This is an optimization exercise on Yosys and OpenROAD, whose aim is small area, a short achievable clock period and few clock cycles per item, not a production implementation.
Function not checked in this run: the RTL went through the layout flow alone.

==> design/flow/design.v <==
`timescale 1ns / 1ps
module lfg_front (
  input  logic               clk_i,
  input  logic               rst_ni,
  input  logic               start_i,
  input  logic [39:0]        frame_i,
  input  logic [23:0]        sample_i,
  output logic               busy_o,
  input  logic               cfg_wr_i,
  input  logic [15:0]        gain_start_i,
  input  logic [39:0]        fade_start_i,
  input  logic [39:0]        fade_end_i,
  input  logic [39:0]        span_i,
  input  logic               empty_i,
  input  logic signed [16:0] dgain_i,
  input  logic               qr_done_i,
  input  logic               qr_fin_i,
  input  logic [16:0]        step_r_i,
  input  logic [41:0]        step_rms_i,
  output logic               job_valid_o,
  output logic               job_zero_o,
  output logic               job_one_o,
  output logic               job_slow_o,
  output logic               job_c_o,
  output logic [23:0]        job_smp_o,
  output logic [31:0]        job_acc_o,
  output logic               job_qb_o
);
  logic        in_vld_q;
  logic [39:0] in_frame_q;
  logic [23:0] in_smp_q;
  logic        div_act_q;
  logic [4:0]  div_cnt_q;
  logic [39:0] div_rem_q;
  logic        div_qb_q;
  logic [31:0] div_acc_q;
  logic        st_vld_q;
  logic [39:0] st_next_q;
  logic [39:0] st_rem_q;
  logic        job_vld_q, job_zero_q, job_one_q, job_slow_q, job_c_q;
  logic [23:0] job_smp_q;
  always_ff @(posedge clk_i or negedge rst_ni) begin
    if (!rst_ni) begin
      in_vld_q <= 1'b0;
    end else if (!div_act_q) begin
      in_vld_q <= start_i;
    end
  end
  always_ff @(posedge clk_i) begin
    if (!div_act_q) begin
      in_frame_q <= frame_i;
      in_smp_q   <= sample_i;
    end
  end
  logic lt_fs, gt_fs, ge_fe, cls_zero, cls_one, cls_div;
  assign lt_fs    = in_frame_q < fade_start_i;
  assign gt_fs    = in_frame_q > fade_start_i;
  assign ge_fe    = in_frame_q >= fade_end_i;
  assign cls_zero = empty_i ? lt_fs : ~gt_fs;
  assign cls_one  = empty_i ? ~lt_fs : ge_fe;
  assign cls_div  = ~cls_zero & ~cls_one;
  logic [41:0] sum_a, sum_b;
  logic        step_c;
  logic [39:0] step_rem;
  assign sum_a    = {2'd0, st_rem_q} + {25'd0, step_r_i};
  assign sum_b    = {2'd0, st_rem_q} + step_rms_i;
  assign step_c   = ~sum_b[41];
  assign step_rem = step_c ? sum_b[39:0] : sum_a[39:0];
  logic eval, fast, go_fast, go_slow;
  assign eval    = in_vld_q & ~div_act_q;
  assign fast    = ~cls_div | (st_vld_q & qr_done_i & (in_frame_q == st_next_q));
  assign go_fast = eval & fast;
  assign go_slow = eval & ~fast;
  logic [40:0] rem2;
  logic [41:0] diff;
  logic        take, div_end;
  logic [39:0] rem_d;
  assign rem2    = {div_rem_q, 1'b0};
  assign diff    = {1'b0, rem2} - {2'd0, span_i};
  assign take    = ~diff[41];
  assign rem_d   = take ? diff[39:0] : rem2[39:0];
  assign div_end = div_act_q & (div_cnt_q[4] | (div_cnt_q[3:0] == 4'd15))
                   & (qr_done_i | qr_fin_i);
  always_ff @(posedge clk_i or negedge rst_ni) begin
    if (!rst_ni) begin
      div_act_q <= 1'b0;
      st_vld_q  <= 1'b0;
      job_vld_q <= 1'b0;
    end else begin
      if (go_slow) begin
        div_act_q <= 1'b1;
      end else if (div_end) begin
        div_act_q <= 1'b0;
      end
      if (cfg_wr_i) begin
        st_vld_q <= 1'b0;
      end else if (go_fast || div_end) begin
        st_vld_q <= 1'b1;
      end else if (go_slow) begin
        st_vld_q <= 1'b0;
      end
      job_vld_q <= go_fast | div_end;
    end
  end
  always_ff @(posedge clk_i) begin
    if (go_slow) begin
      div_rem_q <= in_frame_q - fade_start_i;
      div_acc_q <= 32'(gain_start_i);
      div_cnt_q <= '0;
    end else if (div_act_q && !div_cnt_q[4]) begin
      div_rem_q <= rem_d;
      div_qb_q  <= take;
      if (div_cnt_q != 5'd0) begin
        div_acc_q <= {div_acc_q[30:0], div_cnt_q == 5'd1}
                     + (div_qb_q ? 32'($signed(dgain_i)) : 32'd0);
      end
      div_cnt_q <= div_cnt_q + 5'd1;
    end
    if (eval) begin
      st_next_q  <= in_frame_q + 40'd1;
      job_smp_q  <= in_smp_q;
      job_zero_q <= cls_zero;
      job_one_q  <= cls_one;
      job_c_q    <= step_c;
      job_slow_q <= 1'b0;
    end else if (div_end) begin
      job_slow_q <= 1'b1;
    end
    if (go_fast) begin
      st_rem_q <= cls_zero ? 40'd0 : step_rem;
    end else if (div_end) begin
      st_rem_q <= div_cnt_q[4] ? div_rem_q : rem_d;
    end
  end
  assign busy_o      = div_act_q;
  assign job_valid_o = job_vld_q;
  assign job_zero_o  = job_zero_q;
  assign job_one_o   = job_one_q;
  assign job_slow_o  = job_slow_q;
  assign job_c_o     = job_c_q;
  assign job_smp_o   = job_smp_q;
  assign job_acc_o   = div_acc_q;
  assign job_qb_o    = div_qb_q;
endmodule
`timescale 1ns / 1ps
module lfg_queue (
  input  logic               clk_i,
  input  logic               rst_ni,
  input  logic               restart_i,
  input  logic [39:0]        span_i,
  input  logic signed [16:0] dgain_i,
  output logic               done_o,
  output logic               fin_o,
  output logic [16:0]        r_o,
  output logic [41:0]        rms_o,
  output logic [31:0]        dq_o,
  output logic [31:0]        dq1_o
);
  logic [1:0]  phase_q;
  logic [3:0]  cnt_q;
  logic        done_q;
  logic [16:0] rem_q;
  logic        qb_q;
  logic [31:0] acc_q;
  logic [17:0] rem2;
  logic [18:0] diff;
  logic        take, big;
  logic [31:0] dg32, acc_sh, dq_d;
  logic [16:0] r_d;
  assign rem2   = {rem_q, 1'b0};
  assign diff   = {1'b0, rem2} - {2'b0, span_i[16:0]};
  assign take   = ~diff[18];
  assign big    = |span_i[39:17];
  assign dg32   = 32'($signed(dgain_i));
  assign acc_sh = {acc_q[30:0], 1'b0};
  assign dq_d   = big ? 32'd0 : acc_sh + (qb_q ? dg32 : 32'd0);
  assign r_d    = big ? 17'h10000 : rem_q;
  always_ff @(posedge clk_i or negedge rst_ni) begin
    if (!rst_ni) begin
      phase_q <= 2'd0;
      done_q  <= 1'b0;
    end else if (restart_i) begin
      phase_q <= 2'd1;
      done_q  <= 1'b0;
    end else begin
      case (phase_q)
        2'd1: phase_q <= 2'd2;
        2'd2: if (cnt_q == 4'd15) phase_q <= 2'd3;
        2'd3: begin
          phase_q <= 2'd0;
          done_q  <= 1'b1;
        end
        default: ;
      endcase
    end
  end
  always_ff @(posedge clk_i) begin
    if (restart_i) begin
      rem_q <= 17'd1;
      acc_q <= '0;
      qb_q  <= 1'b0;
      cnt_q <= '0;
    end else if (phase_q == 2'd2) begin
      rem_q <= take ? diff[16:0] : rem2[16:0];
      qb_q  <= take;
      acc_q <= acc_sh + (qb_q ? dg32 : 32'd0);
      cnt_q <= cnt_q + 4'd1;
    end
    if (phase_q == 2'd3) begin
      r_o   <= r_d;
      rms_o <= {25'd0, r_d} - {2'd0, span_i};
      dq_o  <= dq_d;
      dq1_o <= big ? dg32 : acc_sh + (qb_q ? {dg32[30:0], 1'b0} : dg32);
    end
  end
  assign done_o = done_q;
  assign fin_o  = (phase_q == 2'd3) & ~restart_i;
endmodule
`timescale 1ns / 1ps
module lfg_back (
  input  logic               clk_i,
  input  logic               rst_ni,
  input  logic               job_valid_i,
  input  logic               job_zero_i,
  input  logic               job_one_i,
  input  logic               job_slow_i,
  input  logic               job_c_i,
  input  logic [23:0]        job_smp_i,
  input  logic [31:0]        job_acc_i,
  input  logic               job_qb_i,
  input  logic [15:0]        gain_start_i,
  input  logic [15:0]        gain_end_i,
  input  logic signed [16:0] dgain_i,
  input  logic [31:0]        step_dq_i,
  input  logic [31:0]        step_dq1_i,
  output logic               done_o,
  output logic [23:0]        sample_o,
  output logic               clipped_o
);
  logic [31:0] a_q, op_a, op_b;
  logic        g_vld_q;
  logic [23:0] g_smp_q;
  always_comb begin
    if (job_slow_i) begin
      op_a = {job_acc_i[30:0], 1'b0};
      op_b = job_qb_i ? 32'($signed(dgain_i)) : 32'd0;
    end else if (job_zero_i) begin
      op_a = {gain_start_i, 16'h8000};
      op_b = '0;
    end else if (job_one_i) begin
      op_a = {gain_end_i, 16'h8000};
      op_b = '0;
    end else begin
      op_a = a_q;
      op_b = job_c_i ? step_dq1_i : step_dq_i;
    end
  end
  always_ff @(posedge clk_i) begin
    if (job_valid_i) begin
      a_q <= op_a + op_b;
    end
    g_smp_q <= job_smp_i;
  end
  logic [15:0]        g;
  logic signed [31:0] plo_q, phi_q;
  logic               m_vld_q, done_q;
  assign g = a_q[31:16];
  always_ff @(posedge clk_i) begin
    plo_q <= $signed(g_smp_q) * $signed({1'b0, g[7:0]});
    phi_q <= $signed(g_smp_q) * $signed({1'b0, g[15:8]});
  end
  logic signed [39:0] prod;
  logic signed [27:0] y;
  logic [23:0]        sample_d;
  logic               clipped_d;
  logic [23:0]        sample_q;
  logic               clipped_q;
  assign prod = 40'(plo_q) + (40'(phi_q) <<< 8) + 40'sd2048;
  assign y    = prod[39:12];
  always_comb begin
    if (y[27:23] == 5'b00000 || y[27:23] == 5'b11111) begin
      sample_d  = y[23:0];
      clipped_d = 1'b0;
    end else begin
      sample_d  = y[27] ? 24'h800000 : 24'h7FFFFF;
      clipped_d = 1'b1;
    end
  end
  always_ff @(posedge clk_i or negedge rst_ni) begin
    if (!rst_ni) begin
      g_vld_q <= 1'b0;
      m_vld_q <= 1'b0;
      done_q  <= 1'b0;
    end else begin
      g_vld_q <= job_valid_i;
      m_vld_q <= g_vld_q;
      done_q  <= m_vld_q;
    end
  end
  always_ff @(posedge clk_i) begin
    sample_q  <= sample_d;
    clipped_q <= clipped_d;
  end
  assign done_o    = done_q;
  assign sample_o  = sample_q;
  assign clipped_o = clipped_q;
endmodule
`timescale 1ns / 1ps
module linear_fade_gain_unit (
  input  logic        clk_i,
  input  logic        rst_ni,
  input  logic        start_i,
  input  logic [63:0] item_i,
  output logic        busy_o,
  output logic        done_o,
  output logic [24:0] result_o,
  input  logic        cfg_valid_i,
  output logic        cfg_ready_o,
  input  logic [7:0]  cfg_index_i,
  input  logic [39:0] cfg_data_i
);
  logic [15:0] gain_start_q, gain_end_q;
  logic [39:0] fade_start_q, fade_end_q;
  logic        cfg_wr;
  assign cfg_ready_o = 1'b1;
  assign cfg_wr      = cfg_valid_i & (cfg_index_i[7:2] == 6'd0);
  always_ff @(posedge clk_i or negedge rst_ni) begin
    if (!rst_ni) begin
      gain_start_q <= '0;
      gain_end_q   <= '0;
      fade_start_q <= '0;
      fade_end_q   <= '0;
    end else if (cfg_valid_i) begin
      case (cfg_index_i)
        8'd0: gain_start_q <= cfg_data_i[15:0];
        8'd1: gain_end_q   <= cfg_data_i[15:0];
        8'd2: fade_start_q <= cfg_data_i;
        8'd3: fade_end_q   <= cfg_data_i;
        default: ;
      endcase
    end
  end
  logic [39:0]        span_q;
  logic               empty_q;
  logic signed [16:0] dgain_q;
  always_ff @(posedge clk_i) begin
    span_q  <= fade_end_q - fade_start_q;
    empty_q <= (fade_end_q <= fade_start_q);
    dgain_q <= $signed({1'b0, gain_end_q}) - $signed({1'b0, gain_start_q});
  end
  logic        qr_done, qr_fin;
  logic [16:0] step_r;
  logic [41:0] step_rms;
  logic [31:0] step_dq, step_dq1;
  lfg_queue u_step (
    .clk_i    (clk_i),
    .rst_ni   (rst_ni),
    .restart_i(cfg_wr),
    .span_i   (span_q),
    .dgain_i  (dgain_q),
    .done_o   (qr_done),
    .fin_o    (qr_fin),
    .r_o      (step_r),
    .rms_o    (step_rms),
    .dq_o     (step_dq),
    .dq1_o    (step_dq1)
  );
  logic        j_valid, j_zero, j_one, j_slow, j_c, j_qb;
  logic [23:0] j_smp;
  logic [31:0] j_acc;
  lfg_front u_front (
    .clk_i        (clk_i),
    .rst_ni       (rst_ni),
    .start_i      (start_i),
    .frame_i      (item_i[63:24]),
    .sample_i     (item_i[23:0]),
    .busy_o       (busy_o),
    .cfg_wr_i     (cfg_wr),
    .gain_start_i (gain_start_q),
    .fade_start_i (fade_start_q),
    .fade_end_i   (fade_end_q),
    .span_i       (span_q),
    .empty_i      (empty_q),
    .dgain_i      (dgain_q),
    .qr_done_i    (qr_done),
    .qr_fin_i     (qr_fin),
    .step_r_i     (step_r),
    .step_rms_i   (step_rms),
    .job_valid_o  (j_valid),
    .job_zero_o   (j_zero),
    .job_one_o    (j_one),
    .job_slow_o   (j_slow),
    .job_c_o      (j_c),
    .job_smp_o    (j_smp),
    .job_acc_o    (j_acc),
    .job_qb_o     (j_qb)
  );
  logic [23:0] sample_out;
  logic        clipped;
  lfg_back u_back (
    .clk_i        (clk_i),
    .rst_ni       (rst_ni),
    .job_valid_i  (j_valid),
    .job_zero_i   (j_zero),
    .job_one_i    (j_one),
    .job_slow_i   (j_slow),
    .job_c_i      (j_c),
    .job_smp_i    (j_smp),
    .job_acc_i    (j_acc),
    .job_qb_i     (j_qb),
    .gain_start_i (gain_start_q),
    .gain_end_i   (gain_end_q),
    .dgain_i      (dgain_q),
    .step_dq_i    (step_dq),
    .step_dq1_i   (step_dq1),
    .done_o       (done_o),
    .sample_o     (sample_out),
    .clipped_o    (clipped)
  );
  assign result_o = {sample_out, clipped};
endmodule
==> design/flow/run.sh <==
#!/bin/bash
# synth_recipe.tcl (not shown) runs the flow's synth.tcl, then flattens the netlist and writes it again
# the make line also repeats each setting of config.mk as NAME=value (left out here)
make -C /OpenROAD-flow-scripts/flow DESIGN_CONFIG=/design/flow/config.mk WORK_HOME=/design/flow/orfs CLKGATE_MAP_FILE= SYNTH_SCRIPT=/design/flow/synth_recipe.tcl finish
==> design/flow/config.mk <==
export PLATFORM = sky130hd
export DESIGN_NAME = linear_fade_gain_unit
export DESIGN_NICKNAME = linear_fade_gain_unit
export VERILOG_FILES = /design/flow/design.v
export SDC_FILE = /design/flow/constraint.sdc
export NUM_CORES = 4
export LEC_CHECK = 0
export CAP_MARGIN = 20
export CORE_MARGIN = 2
export CORE_UTILIZATION = 40
export SLEW_MARGIN = 20
==> design/flow/constraint.sdc <==
create_clock -name core_clock -period 8.0 [get_ports {clk_i}]
set_input_delay 1.6000 -clock core_clock [delete_from_list [all_inputs] [get_ports {clk_i}]]
set_output_delay 1.6000 -clock core_clock [all_outputs]
set_load 0.01 [all_outputs]
==> flow_metrics.py <==
metrics = {
    "finish": {
        "layout.cells.non_filler": 8594,
        "areaGrowthSynthToFinish_pct": 10.7,
        "nets": 7493,
        "drive_gt1_share_pct": 5.43,
        "final_cell_mix": "inv_1, nand2_1, ha_1",
        "num-fill-cells": 14533,
        "layout_commonest_cell": "inv_1",
    },
    "grt": {
        "grt_max_degree": 99,
        "grtUsageTotal_pct": 21.6,
        "grt_overflow": 0,
        "grt_pass1_wl_um": 260000,
        "antenna_found_initial": 11,
        "grt_pass1_vias": 45888,
    },
    "place": {
        "routabilityCongestion": 0.906,
        "place_hpwl_um": 129000,
        "port_buffers": 142,
        "place_inst": 8423,
        "dp_slack_ps": 1680,
    },
    "synthesis": {
        "ys_top_cells_by_area": "edfxtp_1, ha_1, fa_1, dfxtp_1, dfrtp_1",
        "async_reset_ff_share_pct": 16.5,
        "yosys_warnings": 4,
        "yosysSeqAreaShare_pct": 31.8,
        "synth_fp_nets": 7421,
        "ys_ff_latch": 741,
        "syn_area_sq_mm": 0.0605,
        "yosys.area.top_type": "edfxtp_1",
        "synth_top_area_share_pct": 19.0,
        "synthFlopType": "edfxtp_1",
        "synth_edf_count": 382,
        "synth_cells": 6425,
        "synth.avg_cell_area_sq_um": 9.42,
        "post_synth_num_cell_types": 99,
    },
    "timing": {
        "fmax_ghz": 0.158,
        "slew_headroom_pct": 13.8,
        "layout_setup_ws_ps": 1670,
        "rsz0062_at_grt": "false",
        "hold_viol": 0,
        "worstMarginPinSlew_ps": 1260,
        "setup_viol": 0,
        "period_minus_slack_ps": 6330,
        "slew_violations": 0,
        "timing.setup.tns_ps": 0,
        "skew_ps": 43.6,
        "period_share_pct": 79.1,
    },
    "floorplanning": {
        "die_h_um": 393,
        "io_pins": 144,
        "rows": 142,
        "dieArea_sq_mm": 0.154,
        "start_util_pct": 40.3,
        "die_w_um": 393,
        "core-area_sq_mm": 0.150,
    },
    "setup_path": {
        "crit_path_end_kind": "register",
        "critPathLaunchType": "register",
        "critPathArrivalTime_ps": 6910,
        "cp_max_fo": 25,
        "worstPathRequired_ps": 8580,
        "setup.worst_path.class": "register to register",
    },
    "route": {
        "drc_errors": 0,
        "drt_first_pass_iters": 5,
        "avgViaCountPerCell": 5.39,
        "via_count": 46289,
        "drt_wl_total_um": 167000,
        "drtIter0Drc": 3015,
        "wl_per_cell_um": 19.4,
        "antenna_left": 0,
    },
    "worst_hold_path": {
        "hold_path.class": "register to register",
    },
    "clocking": {
        "clock_sinks": 741,
        "cts_hold_buf": 0,
        "numCtsBuffers": 88,
        "cts_tree": "built",
        "worstSkewPairLatency_ps": 730,
        "cts_resized": 0,
        "clockBufferDepth": 3,
        "cts_setup_buffers": 0,
        "htree_levels": 3,
        "root_buffer": "clkbuf_16",
        "clk_pin_slew_ps": 60,
    },
    "outcome": {
        "status": "timing/DRC/antenna clean",
    },
    "flow_run": {
        "drv_cap": 0,
    },
}
-- area by class of cell --
| class | count | area (sq um) | share of cell area (%) |
|---|---|---|---|
| multi-input cells | 4800 | 37900 | 56.6 |
| flip-flops and latches | 741 | 19300 | 28.8 |
| inverters | 681 | 2560 | 3.82 |
| well taps | 2016 | 2520 | 3.77 |
| clock buffers | 110 | 2370 | 3.53 |
| repair buffers | 185 | 1760 | 2.62 |
| clock inverters | 56 | 599 | 0.895 |
| diodes | 5 | 12.5 | 0.0187 |
-- layer usage --
layer  global-route usage, %  wire length (um)
met1                    28.4             74300
met2                    35.4             77200
met3                    3.91              9560
met4                    7.68              6020
met5                       0                 0
-- sequential cells by signal (all words and copies together) (netlist names), 17 cells and up --
register	cells
u_front.in_frame_q	40
dgain_q	17
span_q	40
u_front.div_acc_q	31
u_step.dq1_o	32
u_back.sample_q	24
u_back.phi_q	32
u_back.plo_q	24
u_front.div_rem_q	40
u_step.r_o	17
u_front.st_rem_q	40
u_front.st_next_q	40
u_step.dq_o	32
u_step.rms_o	41
u_step.acc_q	31
u_front.job_smp_q	24
u_step.rem_q	17
fade_start_q	40
u_front.in_smp_q	24
u_back.g_smp_q	24
fade_end_q	40
u_back.a_q	32
-- Yosys cell counts (all sizes together) (26+ instances only) --
| cell | instances |
|---|---|
| nand3 | 121 |
| xnor2 | 285 |
| nand4 | 52 |
| buf | 45 |
| ha | 573 |
| o21bai | 47 |
| and2 | 267 |
| nor3 | 83 |
| and3 | 54 |
| a211oi | 46 |
| dfxtp | 237 |
| nor2 | 365 |
| nor2b | 56 |
| a21oi | 402 |
| dfrtp | 122 |
| mux2 | 107 |
| mux2i | 128 |
| nor4 | 26 |
| clkbuf | 158 |
| a31oi | 40 |
| inv | 680 |
| fa | 307 |
| o21a | 65 |
| or3 | 30 |
| xor2 | 204 |
| nand2 | 578 |
| nand2b | 63 |
| edfxtp | 382 |
| o21ai | 333 |
| o22ai | 28 |
| a21o | 230 |
-- critical path: stages, from the launching register on --
cell	delay [ps]
edfxtp_1	910
nand2_1	180
fa_1	560
inv_1	40
ha_1	270
ha_1	280
inv_1	40
fa_1	470
inv_1	40
ha_1	220
fa_1	460
a21o_1	180
a21oi_1	240
o21ai_0	220
o311ai_0	490
a31oi_1	210
o21ai_0	430
o21ai_0	260
o31a_1	310
a21oi_1	150
o21bai_1	90
xor2_1	140
-- kinds of logic (layout without fill, tap and decap cells) --
kind of cell / Yosys count / after routing / synth area share, %
other cells: 1 / 6 / 0.00620
buf+inv: 884 / 1032 / 5.61
compound gates: 1431 / 1431 / 15.2
fa+ha+maj: 880 / 880 / 22.0
simple gates: 1764 / 1764 / 14.2
flops: 741 / 741 / 31.8
xor+xnor: 489 / 489 / 7.08
mux: 235 / 235 / 4.11
-- metrics by stage --
stage               hold WS (ps)  area [sq um]  utilization (%)
detailed placement           328         64000             42.7
finish                       341         67000             44.7
global placement             326         64000             42.7
floorplan                    323         60500                -
CTS                          342         67000             44.7
global route                 348         67000             44.7
-- final timing paths --
kind / cells after the start / slack [ps] / end / start
min reg2reg: 0 / 340 / u_back.g_smp_q[10] / u_front.job_smp_q[10]
max in group asynchronous: 2 / 6160 / u_back.m_vld_q / rst_ni
min in group asynchronous: 1 / 810 / u_step.phase_q[0] / rst_ni
max: 21 / 1670 / u_back.phi_q[30] / u_back.a_q[24]
min: 0 / 340 / u_back.g_smp_q[10] / u_front.job_smp_q[10]
max reg2reg: 21 / 1670 / u_back.phi_q[30] / u_back.a_q[24]

-- static timing again, ports no longer ideal --
How much do the figures lean on ideal ports? The routed layout below was timed once more, with nothing changed but the port constraints. Step 1, drivers: a clkbuf_16 drives clk_i and a buf_2 each remaining input, both assumed. Step 2 also shifts input and output timing later by t, the mid clock arrival at the registers, as if the neighbouring blocks saw the same clock. Three values: no drivers, after step 1, after step 2; two values: the first two.
shift t [ns]: 0.791
slack for setup (ns): 1.669 / 1.669 / 1.669
clock arrival spread, ns: 0.044 / 0.043
worst slew at a driven data input, ns: 0.11
After both steps setup and hold are still met in this run. For this run, drivers alone change the setup slack by 0.000 ns; drivers and shift together by 0.000 ns.
